Source: an optimization exercise on an open RTL-to-GDS flow (aim: small area, a short achievable clock period and few clock cycles per item). Production flows keep margins and buffers that such runs may drop. The RTL was checked by simulation tests, not by an equivalence proof against the original design.

## flow/config.mk

```make
export PLATFORM = sky130hd
export DESIGN_NAME = inv_byte_substitution_state
export DESIGN_NICKNAME = inv_byte_substitution_state
export VERILOG_FILES = /design/flow/design.v
export SDC_FILE = /design/flow/constraint.sdc
export NUM_CORES = 4
export LEC_CHECK = 0
export CAP_MARGIN = 20
export CORE_MARGIN = 2
export CORE_UTILIZATION = 40
export CTS_CLUSTER_DIAMETER = 80
export CTS_CLUSTER_SIZE = 20
export PLACE_DENSITY = 0.75
export SLEW_MARGIN = 20
export SYNTH_HIERARCHICAL = 1
```

## flow/flow/run.sh

```bash
#!/bin/bash
set -euo pipefail
bash standard.sh "BUFFER_PORTS_ARGS=-buffer_cell sky130_fd_sc_hd__buf_2" SETUP_SLACK_MARGIN=11.4 finish > standard_flow.log 2>&1
```

## flow/constraint.sdc

```tcl
create_clock -name core_clock -period 16.0 [get_ports {i_clock}]
set_input_delay 3.2000 -clock core_clock [delete_from_list [all_inputs] [get_ports {i_clock}]]
set_output_delay 3.2000 -clock core_clock [all_outputs]
set_load 0.01 [all_outputs]
```

## flow/standard.sh

```bash
#!/bin/bash
# synth_recipe.tcl (not shown) runs the flow's synth.tcl, then flattens the netlist and writes it again
# the make line also repeats each setting of config.mk as NAME=value (left out here)
make -C /OpenROAD-flow-scripts/flow DESIGN_CONFIG=/design/flow/config.mk WORK_HOME=/design/flow/orfs CLKGATE_MAP_FILE= SYNTH_SCRIPT=/design/flow/synth_recipe.tcl "${@:-finish}"
```

## flow/design.v

```verilog
package aes_pkg;
    localparam int AES_NB_BYTE  = 8;
    localparam int AES_NB_STATE = 128;
endpackage
module inv_byte_substitution_algorithm (input logic [7:0] i_byte, output logic [7:0] o_byte);
    logic t0, t1, t2, t3, t4, t5, t6, t7, t8, t9, t10, t11, t12, t13, t14, t15, t16, t17, t18, t19, t20, t21, t22, t23, t24, t25, t26, t27, t28, t29, t38, t39, t40, t41, t42, t43, t44, t45, t46, t47, t48, t49, t50, t51, t52, t53, t54, t55, t56, t57, t58, t59, t60, t70, t71, t72, t73, t74, t75, t76, t77, t78, t79, t80, t81, t82, t83, t84, t85, t86, t87, t88, t89, t90, t91, t92, t93, t94, t95, t96, t97, t98, t99, t100, t101, t102, t103, t104, t105, t106, t107, t108, t109, t110, t111, t112, t113, t114, t115, t116, t117, t118, t119, t120, t121, t122, t123;
    logic [8:0] blk_o;
    logic [3:0] blk_i;
    logic b_00_, b_01_, b_02_, b_03_, b_04_, b_05_, b_06_, b_07_, b_08_, b_09_, b_10_, b_11_, b_12_, b_13_, b_14_, b_15_, b_16_, b_17_, b_18_, b_19_, b_20_, b_21_, b_22_, b_23_, b_24_, b_25_, b_26_, b_27_, b_28_, b_29_, b_30_, b_31_, b_32_, b_33_, b_34_, b_35_, b_36_, b_37_, b_38_, b_39_, b_40_, b_41_, b_42_, b_43_, b_44_, b_45_, b_46_, b_47_, b_48_, b_49_, b_50_, b_51_, b_52_, b_53_, b_54_, b_55_, b_56_, b_57_, b_58_;
    isb_xor2 u0 (.a(i_byte[0]), .b(i_byte[1]), .y(t0));
    isb_xor2 u1 (.a(i_byte[4]), .b(i_byte[6]), .y(t1));
    isb_xor2 u2 (.a(i_byte[2]), .b(i_byte[5]), .y(t2));
    isb_xnor2 u3 (.a(t0), .b(t2), .y(t3));
    isb_xor2 u4 (.a(i_byte[7]), .b(t1), .y(t4));
    isb_xor2 u5 (.a(i_byte[3]), .b(i_byte[6]), .y(t5));
    isb_xor2 u6 (.a(i_byte[2]), .b(i_byte[3]), .y(t6));
    isb_xor2 u7 (.a(i_byte[0]), .b(i_byte[5]), .y(t7));
    isb_xnor2 u8 (.a(i_byte[4]), .b(t0), .y(t8));
    isb_xnor2 u9 (.a(i_byte[2]), .b(t8), .y(t9));
    isb_xnor2 u10 (.a(i_byte[1]), .b(i_byte[2]), .y(t10));
    isb_xnor2 u11 (.a(i_byte[0]), .b(i_byte[4]), .y(t11));
    isb_xor2 u12 (.a(i_byte[5]), .b(t0), .y(t12));
    isb_xor2 u13 (.a(i_byte[4]), .b(t2), .y(t13));
    isb_xor2 u14 (.a(i_byte[0]), .b(t4), .y(t14));
    isb_xor2 u15 (.a(t0), .b(t6), .y(t15));
    isb_xor2 u16 (.a(i_byte[1]), .b(t6), .y(t16));
    isb_xor2 u17 (.a(t4), .b(t16), .y(t17));
    isb_xnor2 u18 (.a(i_byte[1]), .b(t1), .y(t18));
    isb_xnor2 u19 (.a(i_byte[5]), .b(t5), .y(t19));
    isb_xor2 u20 (.a(i_byte[1]), .b(i_byte[3]), .y(t20));
    isb_xor2 u21 (.a(i_byte[4]), .b(i_byte[5]), .y(t21));
    isb_xor2 u22 (.a(t20), .b(t21), .y(t22));
    isb_xnor2 u23 (.a(i_byte[7]), .b(t0), .y(t23));
    isb_xor2 u24 (.a(i_byte[6]), .b(t3), .y(t24));
    isb_xor2 u25 (.a(i_byte[6]), .b(i_byte[7]), .y(t25));
    isb_xor2 u26 (.a(t2), .b(t25), .y(t26));
    isb_xor2 u27 (.a(t3), .b(t4), .y(t27));
    isb_xor2 u28 (.a(t1), .b(t7), .y(t28));
    isb_xor2 u29 (.a(i_byte[0]), .b(t5), .y(t29));
    isb_nand2 u30 (.a(t9), .b(t14), .y(t38));
    isb_nand2 u31 (.a(t10), .b(t15), .y(t39));
    isb_nand2 u32 (.a(t11), .b(t17), .y(t40));
    isb_nand2 u33 (.a(t12), .b(t18), .y(t41));
    isb_nand2 u34 (.a(t7), .b(t19), .y(t42));
    isb_nand2 u35 (.a(i_byte[1]), .b(t22), .y(t43));
    isb_nand2 u36 (.a(t13), .b(t23), .y(t44));
    isb_nand2 u37 (.a(t3), .b(t24), .y(t45));
    isb_nand2 u38 (.a(t8), .b(t26), .y(t46));
    isb_xor2 u39 (.a(t41), .b(t42), .y(t47));
    isb_xor2 u40 (.a(t42), .b(t43), .y(t48));
    isb_xor2 u41 (.a(i_byte[6]), .b(t38), .y(t49));
    isb_xor2 u42 (.a(t40), .b(t47), .y(t50));
    isb_xor2 u43 (.a(t49), .b(t50), .y(t51));
    isb_xor2 u44 (.a(t39), .b(t27), .y(t52));
    isb_xor2 u45 (.a(t38), .b(t48), .y(t53));
    isb_xor2 u46 (.a(t52), .b(t53), .y(t54));
    isb_xor2 u47 (.a(t28), .b(t44), .y(t55));
    isb_xor2 u48 (.a(t45), .b(t47), .y(t56));
    isb_xnor2 u49 (.a(t55), .b(t56), .y(t57));
    isb_xor2 u50 (.a(t29), .b(t46), .y(t58));
    isb_xor2 u51 (.a(t45), .b(t48), .y(t59));
    isb_xnor2 u52 (.a(t58), .b(t59), .y(t60));
    assign blk_i = {t60, t57, t54, t51};
    isb_clkinv_1 u53 (.A(blk_i[3]), .Y(b_00_));
    isb_clkinv_1 u54 (.A(blk_i[0]), .Y(b_01_));
    isb_nor2_1 u55 (.A(blk_i[2]), .B(b_01_), .Y(b_02_));
    isb_nor2_1 u56 (.A(blk_i[1]), .B(b_02_), .Y(b_03_));
    isb_a31oi_1 u57 (.A1(blk_i[1]), .A2(blk_i[0]), .A3(b_00_), .B1(b_03_), .Y(blk_o[7]));
    isb_clkinv_1 u58 (.A(blk_i[1]), .Y(b_04_));
    isb_nor2_1 u59 (.A(b_04_), .B(b_00_), .Y(b_05_));
    isb_o21ai_0 u60 (.A1(blk_i[0]), .A2(b_05_), .B1(blk_i[2]), .Y(b_06_));
    isb_nor2_1 u61 (.A(blk_i[2]), .B(blk_i[3]), .Y(b_07_));
    isb_nor2_1 u62 (.A(b_07_), .B(b_02_), .Y(b_08_));
    isb_o21ai_0 u63 (.A1(b_04_), .A2(b_08_), .B1(b_06_), .Y(blk_o[6]));
    isb_clkinv_1 u64 (.A(blk_i[2]), .Y(b_09_));
    isb_nor2_1 u65 (.A(blk_i[0]), .B(b_04_), .Y(b_10_));
    isb_nor2_1 u66 (.A(blk_i[1]), .B(b_01_), .Y(b_11_));
    isb_o21ai_0 u67 (.A1(b_11_), .A2(b_10_), .B1(b_09_), .Y(b_12_));
    isb_o21ai_0 u68 (.A1(b_09_), .A2(b_10_), .B1(b_12_), .Y(b_13_));
    isb_nor2_1 u69 (.A(b_09_), .B(b_11_), .Y(b_14_));
    isb_o21ai_0 u70 (.A1(b_02_), .A2(b_14_), .B1(b_00_), .Y(b_15_));
    isb_o21ai_0 u71 (.A1(b_00_), .A2(b_13_), .B1(b_15_), .Y(blk_o[5]));
    isb_clkinv_1 u72 (.A(b_02_), .Y(b_16_));
    isb_nand3_1 u73 (.A(blk_i[1]), .B(blk_i[0]), .C(blk_i[2]), .Y(b_17_));
    isb_a32oi_1 u74 (.A1(b_12_), .A2(b_00_), .A3(b_17_), .B1(b_16_), .B2(b_05_), .Y(blk_o[4]));
    isb_nor2_1 u75 (.A(blk_i[1]), .B(blk_i[3]), .Y(b_18_));
    isb_clkinv_1 u76 (.A(b_18_), .Y(b_19_));
    isb_o21ai_0 u77 (.A1(b_07_), .A2(b_11_), .B1(b_19_), .Y(b_20_));
    isb_o21ai_0 u78 (.A1(blk_i[0]), .A2(b_09_), .B1(b_20_), .Y(blk_o[3]));
    isb_nor2_1 u79 (.A(b_11_), .B(b_10_), .Y(b_21_));
    isb_nand2_1 u80 (.A(b_21_), .B(blk_i[2]), .Y(b_22_));
    isb_nand2_1 u81 (.A(b_22_), .B(blk_i[3]), .Y(b_23_));
    isb_o21ai_0 u82 (.A1(b_09_), .A2(b_19_), .B1(b_23_), .Y(blk_o[2]));
    isb_and2_1 u83 (.A(b_08_), .B(b_19_), .X(blk_o[1]));
    isb_a31oi_1 u84 (.A1(b_22_), .A2(blk_i[3]), .A3(b_16_), .B1(b_07_), .Y(blk_o[0]));
    isb_o21ai_0 u85 (.A1(b_04_), .A2(b_09_), .B1(b_01_), .Y(b_24_));
    isb_xor2_1 u86 (.A(b_05_), .B(b_24_), .X(blk_o[8]));
    isb_nand2 u87 (.a(t14), .b(blk_o[0]), .y(t70));
    isb_nand2 u88 (.a(t15), .b(blk_o[1]), .y(t71));
    isb_nand2 u89 (.a(t17), .b(blk_o[2]), .y(t72));
    isb_nand2 u90 (.a(t18), .b(blk_o[3]), .y(t73));
    isb_nand2 u91 (.a(t19), .b(blk_o[4]), .y(t74));
    isb_nand2 u92 (.a(t22), .b(blk_o[5]), .y(t75));
    isb_nand2 u93 (.a(t23), .b(blk_o[6]), .y(t76));
    isb_nand2 u94 (.a(t24), .b(blk_o[7]), .y(t77));
    isb_nand2 u95 (.a(t26), .b(blk_o[8]), .y(t78));
    isb_nand2 u96 (.a(t9), .b(blk_o[0]), .y(t79));
    isb_nand2 u97 (.a(t10), .b(blk_o[1]), .y(t80));
    isb_nand2 u98 (.a(t11), .b(blk_o[2]), .y(t81));
    isb_nand2 u99 (.a(t12), .b(blk_o[3]), .y(t82));
    isb_nand2 u100 (.a(t7), .b(blk_o[4]), .y(t83));
    isb_nand2 u101 (.a(i_byte[1]), .b(blk_o[5]), .y(t84));
    isb_nand2 u102 (.a(t13), .b(blk_o[6]), .y(t85));
    isb_nand2 u103 (.a(t3), .b(blk_o[7]), .y(t86));
    isb_nand2 u104 (.a(t8), .b(blk_o[8]), .y(t87));
    isb_xor2 u105 (.a(t79), .b(t80), .y(t88));
    isb_xor2 u106 (.a(t86), .b(t88), .y(t89));
    isb_xor2 u107 (.a(t75), .b(t89), .y(t90));
    isb_xor2 u108 (.a(t82), .b(t84), .y(t91));
    isb_xor2 u109 (.a(t73), .b(t76), .y(t92));
    isb_xor2 u110 (.a(t70), .b(t77), .y(t93));
    isb_xor2 u111 (.a(t72), .b(t81), .y(t94));
    isb_xor2 u112 (.a(t74), .b(t77), .y(t95));
    isb_xor2 u113 (.a(t78), .b(t87), .y(t96));
    isb_xor2 u114 (.a(t78), .b(t91), .y(t97));
    isb_xor2 u115 (.a(t72), .b(t76), .y(t98));
    isb_xor2 u116 (.a(t87), .b(t93), .y(t99));
    isb_xor2 u117 (.a(t98), .b(t89), .y(t100));
    isb_xor2 u118 (.a(t99), .b(t100), .y(t101));
    isb_xor2 u119 (.a(t70), .b(t73), .y(t102));
    isb_xor2 u120 (.a(t74), .b(t79), .y(t103));
    isb_xor2 u121 (.a(t82), .b(t83), .y(t104));
    isb_xor2 u122 (.a(t94), .b(t102), .y(t105));
    isb_xor2 u123 (.a(t103), .b(t104), .y(t106));
    isb_xor2 u124 (.a(t105), .b(t106), .y(t107));
    isb_xor2 u125 (.a(t92), .b(t96), .y(t108));
    isb_xor2 u126 (.a(t108), .b(t90), .y(t109));
    isb_xor2 u127 (.a(t71), .b(t75), .y(t110));
    isb_xor2 u128 (.a(t92), .b(t93), .y(t111));
    isb_xor2 u129 (.a(t110), .b(t111), .y(t112));
    isb_xor2 u130 (.a(t85), .b(t95), .y(t113));
    isb_xor2 u131 (.a(t97), .b(t113), .y(t114));
    isb_xor2 u132 (.a(t90), .b(t114), .y(t115));
    isb_xor2 u133 (.a(t95), .b(t96), .y(t116));
    isb_xor2 u134 (.a(t116), .b(t90), .y(t117));
    isb_xor2 u135 (.a(t71), .b(t76), .y(t118));
    isb_xor2 u136 (.a(t80), .b(t94), .y(t119));
    isb_xor2 u137 (.a(t118), .b(t97), .y(t120));
    isb_xor2 u138 (.a(t119), .b(t120), .y(t121));
    isb_xor2 u139 (.a(t83), .b(t84), .y(t122));
    isb_xor2 u140 (.a(t88), .b(t122), .y(t123));
    assign o_byte[0] = t101;
    assign o_byte[1] = t107;
    assign o_byte[2] = t109;
    assign o_byte[3] = t112;
    assign o_byte[4] = t115;
    assign o_byte[5] = t117;
    assign o_byte[6] = t121;
    assign o_byte[7] = t123;
endmodule
module isb_xor2 (input logic a, input logic b, output logic y);
    assign y = a ^ b;
endmodule
module isb_xnor2 (input logic a, input logic b, output logic y);
    assign y = ~(a ^ b);
endmodule
module isb_nand2 (input logic a, input logic b, output logic y);
    assign y = ~(a & b);
endmodule
module isb_a31oi_1 (input logic A1, input logic A2, input logic A3, input logic B1, output logic Y);
    assign Y = (~A1&~B1) | (~A2&~B1) | (~A3&~B1);
endmodule
module isb_a32oi_1 (input logic A1, input logic A2, input logic A3, input logic B1, input logic B2, output logic Y);
    assign Y = (~A1&~B1) | (~A1&~B2) | (~A2&~B1) | (~A3&~B1) | (~A2&~B2) | (~A3&~B2);
endmodule
module isb_and2_1 (input logic A, input logic B, output logic X);
    assign X = (A&B);
endmodule
module isb_clkinv_1 (input logic A, output logic Y);
    assign Y = (~A);
endmodule
module isb_nand2_1 (input logic A, input logic B, output logic Y);
    assign Y = (~A) | (~B);
endmodule
module isb_nand3_1 (input logic A, input logic B, input logic C, output logic Y);
    assign Y = (~A) | (~B) | (~C);
endmodule
module isb_nor2_1 (input logic A, input logic B, output logic Y);
    assign Y = (~A&~B);
endmodule
module isb_o21ai_0 (input logic A1, input logic A2, input logic B1, output logic Y);
    assign Y = (~A1&~A2) | (~B1);
endmodule
module isb_xor2_1 (input logic A, input logic B, output logic X);
    assign X = (A&~B) | (~A&B);
endmodule
import aes_pkg::*;
module inv_byte_substitution_state (
    input  logic           i_clock,
    input  logic           i_reset,
    input  logic [127:0]   i_state,
    input  logic           i_valid,
    output logic           o_ready,
    output logic [127:0]   o_state,
    output logic           o_valid,
    input  logic           i_ready
);
    logic vout_q, va_q, vs_q, ready_q;
    logic lo, la, acc;
    logic fo, fa;
    assign fo = ~vout_q;
    assign fa = ~(va_q & vout_q);
    inv_byte_flag u_ovalid (
        .i_clock (i_clock),
        .i_reset (i_reset),
        .i_en    (lo),
        .i_d     (va_q),
        .o_q     (o_valid)
    );
    assign acc = i_valid & ready_q;
    assign lo  = ~vout_q | i_ready;    
    assign la  = ~va_q | lo;           
    for (genvar k = 0; k < 16; k++) begin : g_lane
        inv_byte_lane u_lane (
            .i_clock (i_clock),
            .i_byte  (i_state[8*k +: 8]),
            .i_ready (i_ready),
            .i_fo    (fo),
            .i_fa    (fa),
            .i_vs    (vs_q),
            .o_byte  (o_state[8*k +: 8])
        );
    end
    always_ff @(posedge i_clock) begin
        if (i_reset) begin
            vout_q  <= 1'b0;
            va_q    <= 1'b0;
            vs_q    <= 1'b0;
            ready_q <= 1'b1;
        end else begin
            if (lo) vout_q <= va_q;
            if (la) begin
                va_q    <= vs_q | acc;
                vs_q    <= vs_q & acc;
                ready_q <= ~(vs_q & acc);
            end else begin
                vs_q    <= vs_q | acc;
                ready_q <= ~(vs_q | acc);
            end
        end
    end
    assign o_ready = ready_q;
endmodule
module inv_byte_lane (
    input  logic       i_clock,
    input  logic [7:0] i_byte,
    input  logic       i_ready,
    input  logic       i_fo,
    input  logic       i_fa,
    input  logic       i_vs,
    output logic [7:0] o_byte
);
    logic [7:0] a_q, s_q, out_q, sb, a_n, a_d, s_d, out_d;
    logic       lo, la, ls, lo_n, la_n, ls_n;
    assign lo_n = ~(i_ready | i_fo);
    assign la_n = ~(i_ready | i_fa);
    assign lo   = ~lo_n;
    assign la   = ~la_n;
    assign ls   = ~i_vs;
    assign ls_n = i_vs;
    for (genvar b = 0; b < 8; b++) begin : g_bit
        inv_byte_mux2i u_mux (
            .i_a0 (i_byte[b]),
            .i_a1 (s_q[b]),
            .i_s  (i_vs),
            .o_y  (a_n[b])
        );
        inv_byte_hold u_hold_a (
            .i_ld   (la),
            .i_ld_n (la_n),
            .i_d    (a_n[b]),
            .i_q    (a_q[b]),
            .o_d    (a_d[b])
        );
        inv_byte_hold u_hold_s (
            .i_ld   (ls),
            .i_ld_n (ls_n),
            .i_d    (i_byte[b]),
            .i_q    (s_q[b]),
            .o_d    (s_d[b])
        );
        inv_byte_hold u_hold_o (
            .i_ld   (lo),
            .i_ld_n (lo_n),
            .i_d    (sb[b]),
            .i_q    (out_q[b]),
            .o_d    (out_d[b])
        );
    end
    inv_byte_substitution_algorithm u_alg (
        .i_byte (a_q),
        .o_byte (sb)
    );
    always_ff @(posedge i_clock) begin
        out_q <= out_d;
        a_q   <= a_d;
        s_q   <= s_d;
    end
    assign o_byte = out_q;
endmodule
module inv_byte_hold (
    input  logic i_ld,
    input  logic i_ld_n,
    input  logic i_d,
    input  logic i_q,
    output logic o_d
);
    assign o_d = (i_ld & i_d) | (i_ld_n & i_q);
endmodule
module inv_byte_flag (
    input  logic i_clock,
    input  logic i_reset,
    input  logic i_en,
    input  logic i_d,
    output logic o_q
);
    always_ff @(posedge i_clock) begin
        if (i_reset)   o_q <= 1'b0;
        else if (i_en) o_q <= i_d;
    end
endmodule
module inv_byte_mux2i (
    input  logic i_a0,
    input  logic i_a1,
    input  logic i_s,
    output logic o_y
);
    assign o_y = ~(i_s ? i_a1 : i_a0);
endmodule
```

==> impl_metrics.env, run 1 <==
export IMPL_numCtsBuffers=30
export IMPL_critical_path_top_delay_family="flip-flops"
export IMPL_synth_flop_cell="dfxtp_1"
export IMPL_vias_per_cell=4.99
export IMPL_fin_tns_setup_ns=0
export IMPL_ios=262
export IMPL_rsz0062_at_grt="no"
export IMPL_cts_clk_slew_worst_paths_ns=0.08
export IMPL_crit_chain="buf_2"
export IMPL_drc=0
export IMPL_crit_path_top_delay_cell="dfxtp_1"
export IMPL_synth_commonest_cells="1136 x xor2_1, 465 x nand2_1, 389 x dfxtp_1"
export IMPL_crit_type="flip-flop to output port"
export IMPL_finalCritPeriodShare=0.278
export IMPL_syn_area_um2=29200
export IMPL_ys_types=20
export IMPL_max_slew_margin_rel=0.271
export IMPL_cp_buffers_inverters=1
export IMPL_die_y_um=274
export IMPL_finalClockSkew_ns=0.0161
export IMPL_cp_required_ns=12.80
export IMPL_grt_pass1_wl_um=107000
export IMPL_min_path_type="flip-flop to flip-flop"
export IMPL_post_cts_buffers=0
export IMPL_gp_congestion=0.923
export IMPL_seq_area_frac_synth=0.266
export IMPL_syn_num_nets=3511
export IMPL_die_area_um2=75300
export IMPL_grt_overflow_total=0
export IMPL_num_rows=99
export IMPL_place_area_um2=30800
export IMPL_cts_root_buf="clkbuf_16"
export IMPL_final_hold_viol_count=0
export IMPL_maxCapViolations=0
export IMPL_setup_violations=0
export IMPL_path_max_fanout=2
export IMPL_yosys_top_cells_area="xor2_1 34%, dfxtp_1 27%, a22o_1 12%, nand2_1 6.0%, xnor2_1 4.8%"
export IMPL_synth_top_area_share=0.340
export IMPL_grt_use_total=0.171
export IMPL_run_status="timing/DRC/antenna clean"
export IMPL_nets=3681
export IMPL_wl_per_cell_um=15.0
export IMPL_vias=22583
export IMPL_critPathArrivalTime_ns=1.24
export IMPL_synthesis_instances=3379
export IMPL_drive_gt1_frac=0.116
export IMPL_drtIter0Drc=1186
export IMPL_grt_max_degree=65
export IMPL_slew_violations=0
export IMPL_critPathCaptureType="output port"
export IMPL_clk_latency_ns=0.60
export IMPL_min_period_ns=4.44
export IMPL_io_buffers=261
export IMPL_yosys_area_top_type="xor2_1"
export IMPL_critPathMaxStageDelay_ns=0.45
export IMPL_ctsHoldBuffers=0
export IMPL_ys_seq_elements=389
export IMPL_die_x_um=274
export IMPL_design_area_um2=32400
export IMPL_syn2layout_area_growth_pct=10.9
export IMPL_grt_pass1_vias=21470
export IMPL_yosysMostFrequentCell="xor2_1"
export IMPL_wirelength_um=68100
export IMPL_htree_levels=1
export IMPL_cts_tree="done"
export IMPL_synth_avg_cell_area_um2=8.65
export IMPL_max_clock_freq_mhz=225
export IMPL_start_util=0.402
export IMPL_startpoint_type="flip-flop"
export IMPL_async_flop_share=0
export IMPL_dp_hpwl_um=52800
export IMPL_drtPass1Iterations=5
export IMPL_whs_ns=0.466
export IMPL_yosysWarnings=9
export IMPL_worst_pin_slew_ns=1.09
export IMPL_synth_edf_count=0
export IMPL_clock_sinks=389
export IMPL_cts_max_path_buffers=3
export IMPL_core_um2=72700
export IMPL_antenna_found_initial=11
export IMPL_antenna_left=0
[state kept, by name, indices dropped and copies added, names as in the netlist]
name / cells
g_lane.u_lane.a_q: 128
vout_q: 1
g_lane.u_lane.s_q: 128
u_ovalid.o_q: 1
ready_q: 1
g_lane.u_lane.out_q: 128
va_q: 1
vs_q: 1
[layout by cell type (no fill, tap or decap), types with 3 or more instances in the layout]
cell type	instances
a22o_1	384
clkbuf_16	31
mux2i_1	129
a21oi_1	3
xor2_1	1066
inv_1	113
nor2_1	193
xor2_2	68
inv_12	3
nand3_1	17
dfxtp_2	26
and2_1	16
clkinvlp_4	3
a31oi_1	32
buf_4	6
a32oi_1	16
or2_1	32
nand2_1	464
o21ai_1	160
dfxtp_1	362
xnor2_1	158
buf_2	260
diode_2	4
[Yosys stat by module (local to each module, per instance), excerpt]
module / copies in the design / flops+latches / cells inside / area, µm²
isb_a31oi_1: 32 / 0 / 1 / 6.26
inv_byte_substitution_algorithm: 16 / 0 / 8 / 60.1
isb_nand2: 432 / 0 / 1 / 3.75
inv_byte_flag: 1 / 1 / 3 / 33.8
isb_and2_1: 16 / 0 / 1 / 6.26
inv_byte_mux2i: 128 / 0 / 1 / 10.0
inv_byte_hold: 384 / 0 / 1 / 8.76
isb_xor2_1: 16 / 0 / 1 / 8.76
isb_xnor2: 160 / 0 / 1 / 8.76
inv_byte_lane: 16 / 24 / 29 / 504
[per-layer routing]
layer	GRT usage	wire length (µm)	part of all wire
met1	0.222	30700	0.45
met2	0.287	32000	0.47
met3	0.0342	3830	0.056
met4	0.0438	1550	0.023
met5	0	72	0.0011
[per-stage QoR]
step | worst slack, ns | utilization | instances
floorplan | 12.06 | - | 3379
global placement | 11.22 | 0.424 | 4476
detailed placement | 11.15 | 0.424 | 4476
CTS | 11.43 | 0.438 | 4524
global route | 11.33 | 0.446 | 4527
finish | 11.56 | 0.446 | 4528
[worst register-to-register path, stage by stage, from the launching register on]
cell	delay (ns)
dfxtp_1	0.53
xor2_1	0.41
xor2_2	0.27
xor2_1	0.22
nand2_1	0.12
xor2_1	0.25
xor2_2	0.29
inv_1	0.11
nor2_1	0.24
inv_1	0.09
a31oi_1	0.25
nand2_1	0.14
xor2_1	0.30
xor2_1	0.37
xor2_2	0.28
xor2_1	0.13
a22o_1	0.22
[logic make-up (layout without fill, tap and decap cells)]
group	after synthesis	count (layout)	synth area share
flops	389	389	0.266
buf+inv	242	428	0.0475
compound gates	597	597	0.155
xor+xnor	1296	1296	0.388
simple gates	726	726	0.0984
other cells	0	4	0
mux	129	129	0.0442
[area by class of cell]
type	instances	area, µm²
tap	959	1200
inverter	114	428
timing repair buffer	266	1350
clock inverter	15	209
fill	7005	40300
antenna	4	10.0
multi-input combinational	2748	20600
sequential	389	7820
clock buffer	33	793
[worst paths after layout]
path | startpoint | endpoint | slack [ns] | cells past startpoint
max reg2reg | g_lane[13].u_lane.a_q[6]$_DFF_P_ | g_lane[13].u_lane.out_q[4]$_DFF_P_ | 11.68 | 16
min reg2reg | g_lane[2].u_lane.out_q[2]$_DFF_P_ | g_lane[2].u_lane.out_q[2]$_DFF_P_ | 0.47 | 1
min | g_lane[2].u_lane.out_q[2]$_DFF_P_ | g_lane[2].u_lane.out_q[2]$_DFF_P_ | 0.47 | 1
max | g_lane[11].u_lane.out_q[1]$_DFF_P_ | o_state[89] | 11.56 | 1
[what timing repair did]
action / 4_1_cts / 5_1_grt
gates resized for setup: 2 / 98
setup endpoints to repair: 6 / 76
cloned: 0 / 0
pin swaps: 0 / 4
Testbench counts, summed over its fixed seeds: cycles 1,616, items 1,600.
==> run 2: changes to the inputs <==
--- a/flow/config.mk
+++ b/flow/config.mk
@@ -10,6 +10,5 @@
 export CORE_UTILIZATION = 40
 export CTS_CLUSTER_DIAMETER = 80
 export CTS_CLUSTER_SIZE = 20
-export PLACE_DENSITY = 0.75
 export SLEW_MARGIN = 20
 export SYNTH_HIERARCHICAL = 1
==> impl_metrics.env, run 2 <==
export IMPL_die_x_um=274
export IMPL_grt_pass1_wl_um=107000
export IMPL_grt_max_degree=132
export IMPL_io_buffers=261
export IMPL_synth_commonest_cells="1136 x xor2_1, 465 x nand2_1, 389 x dfxtp_1"
export IMPL_vias=22059
export IMPL_cp_buffers_inverters=1
export IMPL_yosys_top_cells_area="xor2_1 34%, dfxtp_1 27%, a22o_1 12%, nand2_1 6.0%, xnor2_1 4.8%"
export IMPL_top_regs="g_lane.u_lane.a_q: 128 flops, g_lane.u_lane.out_q: 128 flops, g_lane.u_lane.s_q: 128 flops"
export IMPL_fin_tns_setup_ns=0
export IMPL_async_flop_share=0
export IMPL_instances_no_fill=4527
export IMPL_die_y_um=274
export IMPL_post_cts_buffers=0
export IMPL_finalClockSkew_ns=0.0379
export IMPL_clk_latency_ns=0.63
export IMPL_maxCapViolations=0
export IMPL_final_hold_viol_count=0
export IMPL_path_max_fanout=2
export IMPL_ys_types=20
export IMPL_finalCritPeriodShare=0.275
export IMPL_antenna_left=0
export IMPL_dp_hpwl_um=52500
export IMPL_crit_type="flip-flop to output port"
export IMPL_yosys_area_top_type="xor2_1"
export IMPL_cp_required_ns=12.80
export IMPL_post_place_ws_ns=11.29
export IMPL_start_util=0.402
export IMPL_core_um2=72700
export IMPL_numCtsBuffers=30
export IMPL_num_rows=99
export IMPL_cts_tree="done"
export IMPL_syn2layout_area_growth_pct=10.6
export IMPL_cts_root_buf="clkbuf_16"
export IMPL_seq_area_frac_synth=0.266
export IMPL_setup_violations=0
export IMPL_yosysMostFrequentCell="xor2_1"
export IMPL_min_path_type="flip-flop to flip-flop"
export IMPL_run_status="timing/DRC/antenna clean"
export IMPL_crit_path_top_delay_cell="dfxtp_1"
export IMPL_worst_r2r_setup_slack_ns=11.74
export IMPL_htree_levels=1
export IMPL_yosysWarnings=9
export IMPL_drc=0
export IMPL_drtIter0Drc=977
export IMPL_min_period_ns=4.40
export IMPL_final_cell_mix="1072 x xor2_1, 464 x nand2_1, 384 x a22o_1, 358 x dfxtp_1, 260 x buf_2"
export IMPL_synth_top_area_share=0.340
export IMPL_max_clock_freq_mhz=227
export IMPL_vias_per_cell=4.87
export IMPL_grt_overflow_total=0
export IMPL_syn_area_um2=29200
export IMPL_worst_pin_slew_ns=1.12
export IMPL_grt_use_total=0.171
export IMPL_final_common_cell="xor2_1"
export IMPL_syn_num_nets=3511
export IMPL_critPathCaptureType="output port"
export IMPL_drive_gt1_frac=0.115
export IMPL_critPathArrivalTime_ns=1.20
export IMPL_cts_max_path_buffers=3
export IMPL_drtPass1Iterations=5
export IMPL_nets=3680
export IMPL_startpoint_type="flip-flop"
export IMPL_antenna_found_initial=10
export IMPL_synth_edf_count=0
export IMPL_clock_sinks=389
export IMPL_worst_slack_ns=11.60
export IMPL_slew_violations=0
export IMPL_critPathMaxStageDelay_ns=0.37
export IMPL_synthesis_instances=3379
export IMPL_crit_chain="buf_2"
export IMPL_ys_seq_elements=389
export IMPL_fill_cells=7152
export IMPL_cts_clk_slew_worst_paths_ns=0.08
export IMPL_rsz0062_at_grt="no"
export IMPL_die_area_um2=75300
export IMPL_max_slew_margin_rel=0.254
export IMPL_wirelength_um=67800
export IMPL_placed_cells=4474
export IMPL_synth_flop_cell="dfxtp_1"
export IMPL_ctsHoldBuffers=0
export IMPL_gp_congestion=0.901
export IMPL_ios=262
export IMPL_wl_per_cell_um=15.0
export IMPL_critical_path_top_delay_family="flip-flops"
export IMPL_grt_pass1_vias=20710
export IMPL_synth_avg_cell_area_um2=8.65
export IMPL_cts_resized=0
export IMPL_fin_util=0.445
run 2: cell counts after synthesis:
No cell type changed its count.
run 2: logic make-up (layout without fill, tap and decap cells):
kind of cell,after synthesis,in the layout,synth area share
muxes,129,129,0.0442
DFF,389,389,0.266
buffers and inverters,242,428,0.0475
other,0,3,0
AOI/OAI and AO/OA,597,597,0.155
xor gates and xnor gates,1296,1296,0.388
and+or+nand+nor,726,726,0.0984
run 2: modules after synthesis (local to each module, per instance), a selection:
module	times used	area (µm²)	cells
isb_and2_1	16	6.26	1
inv_byte_substitution_state	1	150	16
isb_a31oi_1	32	6.26	1
isb_clkinv_1	96	3.75	1
isb_xor2_1	16	8.76	1
isb_nand2_1	32	3.75	1
isb_nor2_1	160	3.75	1
inv_byte_hold	384	8.76	1
inv_byte_flag	1	33.8	3
inv_byte_mux2i	128	10.0	1
inv_byte_substitution_algorithm	16	60.1	8
run 2: routing by layer:
metal | GRT usage | wire [µm] | vias up
met2 | 0.275 | 30200 | 370
met4 | 0.0359 | 1440 | 10
met1 | 0.238 | 32800 | 10087
li1 | - | - | 11524
met3 | 0.0308 | 3240 | 68
met5 | 0 | 60 | -
run 2: worst paths after layout:
check                                      endpoint                          startpoint  cells past startpoint
setup / recovery                       o_state[102]  g_lane[12].u_lane.out_q[6]$_DFF_P_                      1
hold / removal    g_lane[6].u_lane.out_q[0]$_DFF_P_   g_lane[6].u_lane.out_q[0]$_DFF_P_                      1
setup reg to reg  g_lane[6].u_lane.out_q[4]$_DFF_P_     g_lane[6].u_lane.a_q[1]$_DFF_P_                     17
hold reg to reg   g_lane[6].u_lane.out_q[0]$_DFF_P_   g_lane[6].u_lane.out_q[0]$_DFF_P_                      1
run 2: cell type report:
cell class / count / area (µm²) / share of cell area
multi-input cells: 2748 / 20500 / 0.636
flip-flops and latches: 389 / 7830 / 0.242
repair buffers: 265 / 1360 / 0.0422
well taps: 959 / 1200 / 0.0371
clock buffers: 31 / 754 / 0.0233
inverters: 114 / 428 / 0.0132
clock inverters: 18 / 203 / 0.00627
diodes: 3 / 7.51 / 0.000232
run 2: through the flow:
step / hold slack, ns / instance area (µm²)
global route: 0.483 / 32300
floorplan: 0.439 / 29200
detailed placement: 0.448 / 30800
CTS: 0.469 / 31800
finish: 0.465 / 32300
global placement: 0.449 / 30800
==> run 3: changes to the inputs <==
==> flow/flow/run.sh (replaced) <==
#!/bin/bash
# The standard layout (standard.sh) with one change: the port buffers are plain buf_2
# cells instead of the delay buffer that buffer_ports picks by default (every input and
# output port still gets its own buffer). The whole make output goes to standard_flow.log
# in the work folder.
set -euo pipefail
bash standard.sh "BUFFER_PORTS_ARGS=-buffer_cell sky130_fd_sc_hd__buf_2" finish > standard_flow.log 2>&1
==> impl_metrics.env, run 3 <==
export IMPL_worstSetupStartpoint="g_lane[0].u_lane.a_q[1]$_DFF_P_"
export IMPL_synth_edf_count=0
export IMPL_cts_max_path_buffers=3
export IMPL_antenna_found_initial=12
export IMPL_endpoint="g_lane[0].u_lane.out_q[2]$_DFF_P_"
export IMPL_grt_use_total=0.174
export IMPL_antenna_left=0
export IMPL_syn_num_nets=3511
export IMPL_drc=0
export IMPL_core_um2=72700
export IMPL_finalClockSkew_ns=0.0218
export IMPL_drtIter0Drc=957
export IMPL_cts_resized=0
export IMPL_wirelength_um=68200
export IMPL_fill_cells=7260
export IMPL_gp_congestion=0.880
export IMPL_crit_type="flip-flop to flip-flop"
export IMPL_die_y_um=274
export IMPL_grt_max_degree=68
export IMPL_critPathCaptureType="flip-flop"
export IMPL_synth_top_area_share=0.340
export IMPL_slew_violations=0
export IMPL_grt_overflow_total=0
export IMPL_yosysWarnings=9
export IMPL_cts_root_buf="clkbuf_16"
export IMPL_synth_avg_cell_area_um2=8.65
export IMPL_die_area_um2=75300
export IMPL_numCtsBuffers=34
export IMPL_ys_types=20
export IMPL_io_buffers=261
export IMPL_yosys_top_cells_area="xor2_1 34%, dfxtp_1 27%, a22o_1 12%, nand2_1 6.0%, xnor2_1 4.8%"
export IMPL_nets=3684
export IMPL_final_cell_mix="1136 x xor2_1, 464 x nand2_1, 388 x dfxtp_1, 384 x a22o_1, 260 x buf_2"
export IMPL_ys_seq_elements=389
export IMPL_drive_gt1_frac=0.0901
export IMPL_worst_r2r_endpoint="g_lane[0].u_lane.out_q[2]$_DFF_P_"
export IMPL_post_cts_buffers=0
export IMPL_vias=22252
export IMPL_die_x_um=274
export IMPL_num_rows=99
export IMPL_run_status="timing/DRC/antenna clean"
export IMPL_htree_levels=2
export IMPL_critPathArrivalTime_ns=5.05
export IMPL_reg2reg_from="g_lane[0].u_lane.a_q[1]$_DFF_P_"
export IMPL_synth_commonest_cells="1136 x xor2_1, 465 x nand2_1, 389 x dfxtp_1"
export IMPL_top_regs="g_lane.u_lane.a_q: 128 flops, g_lane.u_lane.out_q: 128 flops, g_lane.u_lane.s_q: 128 flops"
export IMPL_max_clock_freq_mhz=217
export IMPL_clock_sinks=389
export IMPL_rsz0062_at_grt="no"
export IMPL_grt_pass1_wl_um=109000
export IMPL_min_path_type="flip-flop to flip-flop"
export IMPL_seq_area_frac_synth=0.266
export IMPL_worstRegToRegCells=16
export IMPL_clk_latency_ns=0.56
export IMPL_drtPass1Iterations=5
export IMPL_fin_tns_setup_ns=0
export IMPL_synth_flop_cell="dfxtp_1"
export IMPL_final_common_cell="xor2_1"
export IMPL_grt_pass1_vias=21154
export IMPL_ctsHoldBuffers=0
export IMPL_syn2layout_area_growth_pct=9.39
export IMPL_wl_per_cell_um=15.0
export IMPL_worst_r2r_setup_slack_ns=11.39
export IMPL_synthesis_instances=3379
export IMPL_final_hold_viol_count=0
export IMPL_ios=262
export IMPL_max_slew_margin_rel=0.316
export IMPL_vias_per_cell=4.91
export IMPL_finalCritPeriodShare=0.288
export IMPL_startpoint_type="flip-flop"
export IMPL_async_flop_share=0
export IMPL_yosys_area_top_type="xor2_1"
export IMPL_cts_clk_slew_worst_paths_ns=0.08
export IMPL_syn_area_um2=29200
export IMPL_multi_input_area_um2=20100
export IMPL_maxCapViolations=0
export IMPL_cp_required_ns=16.45
export IMPL_setup_violations=0
export IMPL_dp_hpwl_um=52900
export IMPL_min_period_ns=4.61
export IMPL_start_util=0.402
export IMPL_worst_pin_slew_ns=1.03
export IMPL_cts_tree="done"
export IMPL_yosysMostFrequentCell="xor2_1"
export IMPL_seq_area_um2=7790
export IMPL_path_max_fanout=8
-- run 3: routing by layer --
metal,part of all wire,vias to the layer above,track usage
met3,0.051,91,0.0368
met5,0.0014,-,0
met1,0.47,10178,0.233
met2,0.45,358,0.286
li1,-,11609,-
met4,0.021,16,0.0422
-- run 3: per-stage QoR --
stage | cell area (µm²) | hold WS (ns) | util | cells | worst slack (ns)
2_1_floorplan | 29200 | 0.439 | - | 3379 | 7.55
3_3_place_gp | 30800 | 0.450 | 0.424 | 4475 | 11.29
3_5_place_dp | 30800 | 0.450 | 0.424 | 4475 | 11.25
4_1_cts | 32000 | 0.471 | 0.440 | 4531 | 11.43
5_1_grt | 32000 | 0.480 | 0.440 | 4533 | 10.97
6_report | 32000 | 0.468 | 0.440 | 4534 | 11.39
-- run 3: cell families after synthesis --
kind of cell | after synthesis | share of synthesized area
xor gates and xnor gates | 1296 | 0.388
and+or+nand+nor | 726 | 0.0984
AOI/OAI and AO/OA | 597 | 0.155
DFF | 389 | 0.266
buffers and inverters | 242 | 0.0475
muxes | 129 | 0.0442
-- run 3: final cells by class --
type                            count  area share
Sequential cell                   389       0.244
Tap cell                          959      0.0375
Timing Repair Buffer              265      0.0419
Multi-Input combinational cell   2748       0.627
Antenna cell                        3    0.000235
Inverter                          114      0.0134
Clock inverter                     18     0.00747
Clock buffer                       38      0.0284
-- run 3: how the worst min path moves through the flow --
stage                                             from  depth (start not counted)                                 end  slack (ns)
CTS                  g_lane[6].u_lane.out_q[6]$_DFF_P_                          1   g_lane[6].u_lane.out_q[6]$_DFF_P_        0.47
global route         g_lane[1].u_lane.out_q[1]$_DFF_P_                          1   g_lane[1].u_lane.out_q[1]$_DFF_P_        0.48
finish              g_lane[10].u_lane.out_q[5]$_DFF_P_                          1  g_lane[10].u_lane.out_q[5]$_DFF_P_        0.47
global placement    g_lane[13].u_lane.out_q[0]$_DFF_P_                          1  g_lane[13].u_lane.out_q[0]$_DFF_P_        0.45
detailed placement   g_lane[3].u_lane.out_q[6]$_DFF_P_                          1   g_lane[3].u_lane.out_q[6]$_DFF_P_        0.45
floorplan              g_lane[0].u_lane.s_q[0]$_DFF_P_                          1     g_lane[0].u_lane.s_q[0]$_DFF_P_        0.44
-- run 3: worst max-delay path: stages (launching register included) --
cell	delay [ns]
dfxtp_1	0.57
xor2_1	0.55
xnor2_1	0.25
xnor2_1	0.26
nand2_1	0.13
xor2_1	0.20
xor2_1	0.40
inv_1	0.13
nor2_1	0.26
inv_1	0.10
a31oi_1	0.26
nand2_1	0.15
xor2_1	0.25
xor2_1	0.28
xor2_1	0.35
xor2_1	0.13
a22o_1	0.21
-- run 3: modules after synthesis (local to each module, per instance), a selection --
module          flip-flops and latches  copies in the design  cell area [µm²]  cells
isb_o21ai_0                          0                   160             5.00      1
isb_nand3_1                          0                    16             5.00      1
isb_a31oi_1                          0                    32             6.26      1
inv_byte_mux2i                       0                   128             10.0      1
inv_byte_hold                        0                   384             8.76      1
isb_xnor2                            0                   160             8.76      1
inv_byte_lane                       24                    16              504     29
inv_byte_flag                        1                     1             33.8      3
isb_nand2_1                          0                    32             3.75      1
isb_xor2                             0                  1120             8.76      1

==> afterwards: timing with drivers on the ports <==
In the flow no input, the clock included, has a driving cell. The finished layouts below were timed again as built, in two steps. Step 1 (the two cells are an assumption about what drives the block):
set clk [get_ports {i_clock}]
set_driving_cell -lib_cell sky130_fd_sc_hd__clkbuf_16 $clk
set_driving_cell -lib_cell sky130_fd_sc_hd__buf_2 [delete_from_list [all_inputs] $clk]
Step 2 times the ports against the registers' clock, not the clock port: input delays grow and output delays shrink by t, the midpoint of the rising clock arrivals with the driver on. Slacks: no drivers / after step 1 / after step 2; pairs: no drivers / after step 1.
run	t, ns	slack for setup (ns)	worst hold slack (ns)	worst setup path after step 2
run 1	0.653	11.560 / 11.500 / 11.154	0.466 / 0.466 / 0.466	input to register
run 2	0.674	11.601 / 11.538 / 11.235	0.465 / 0.465 / 0.465	input to register
run 3	0.613	11.393 / 11.393 / 11.241	0.468 / 0.468 / 0.468	input to register
After both steps every run listed still meets setup and hold. The setup slack of run 1, which loses most, moves by -0.060 ns with the drivers and by -0.406 ns with both steps.
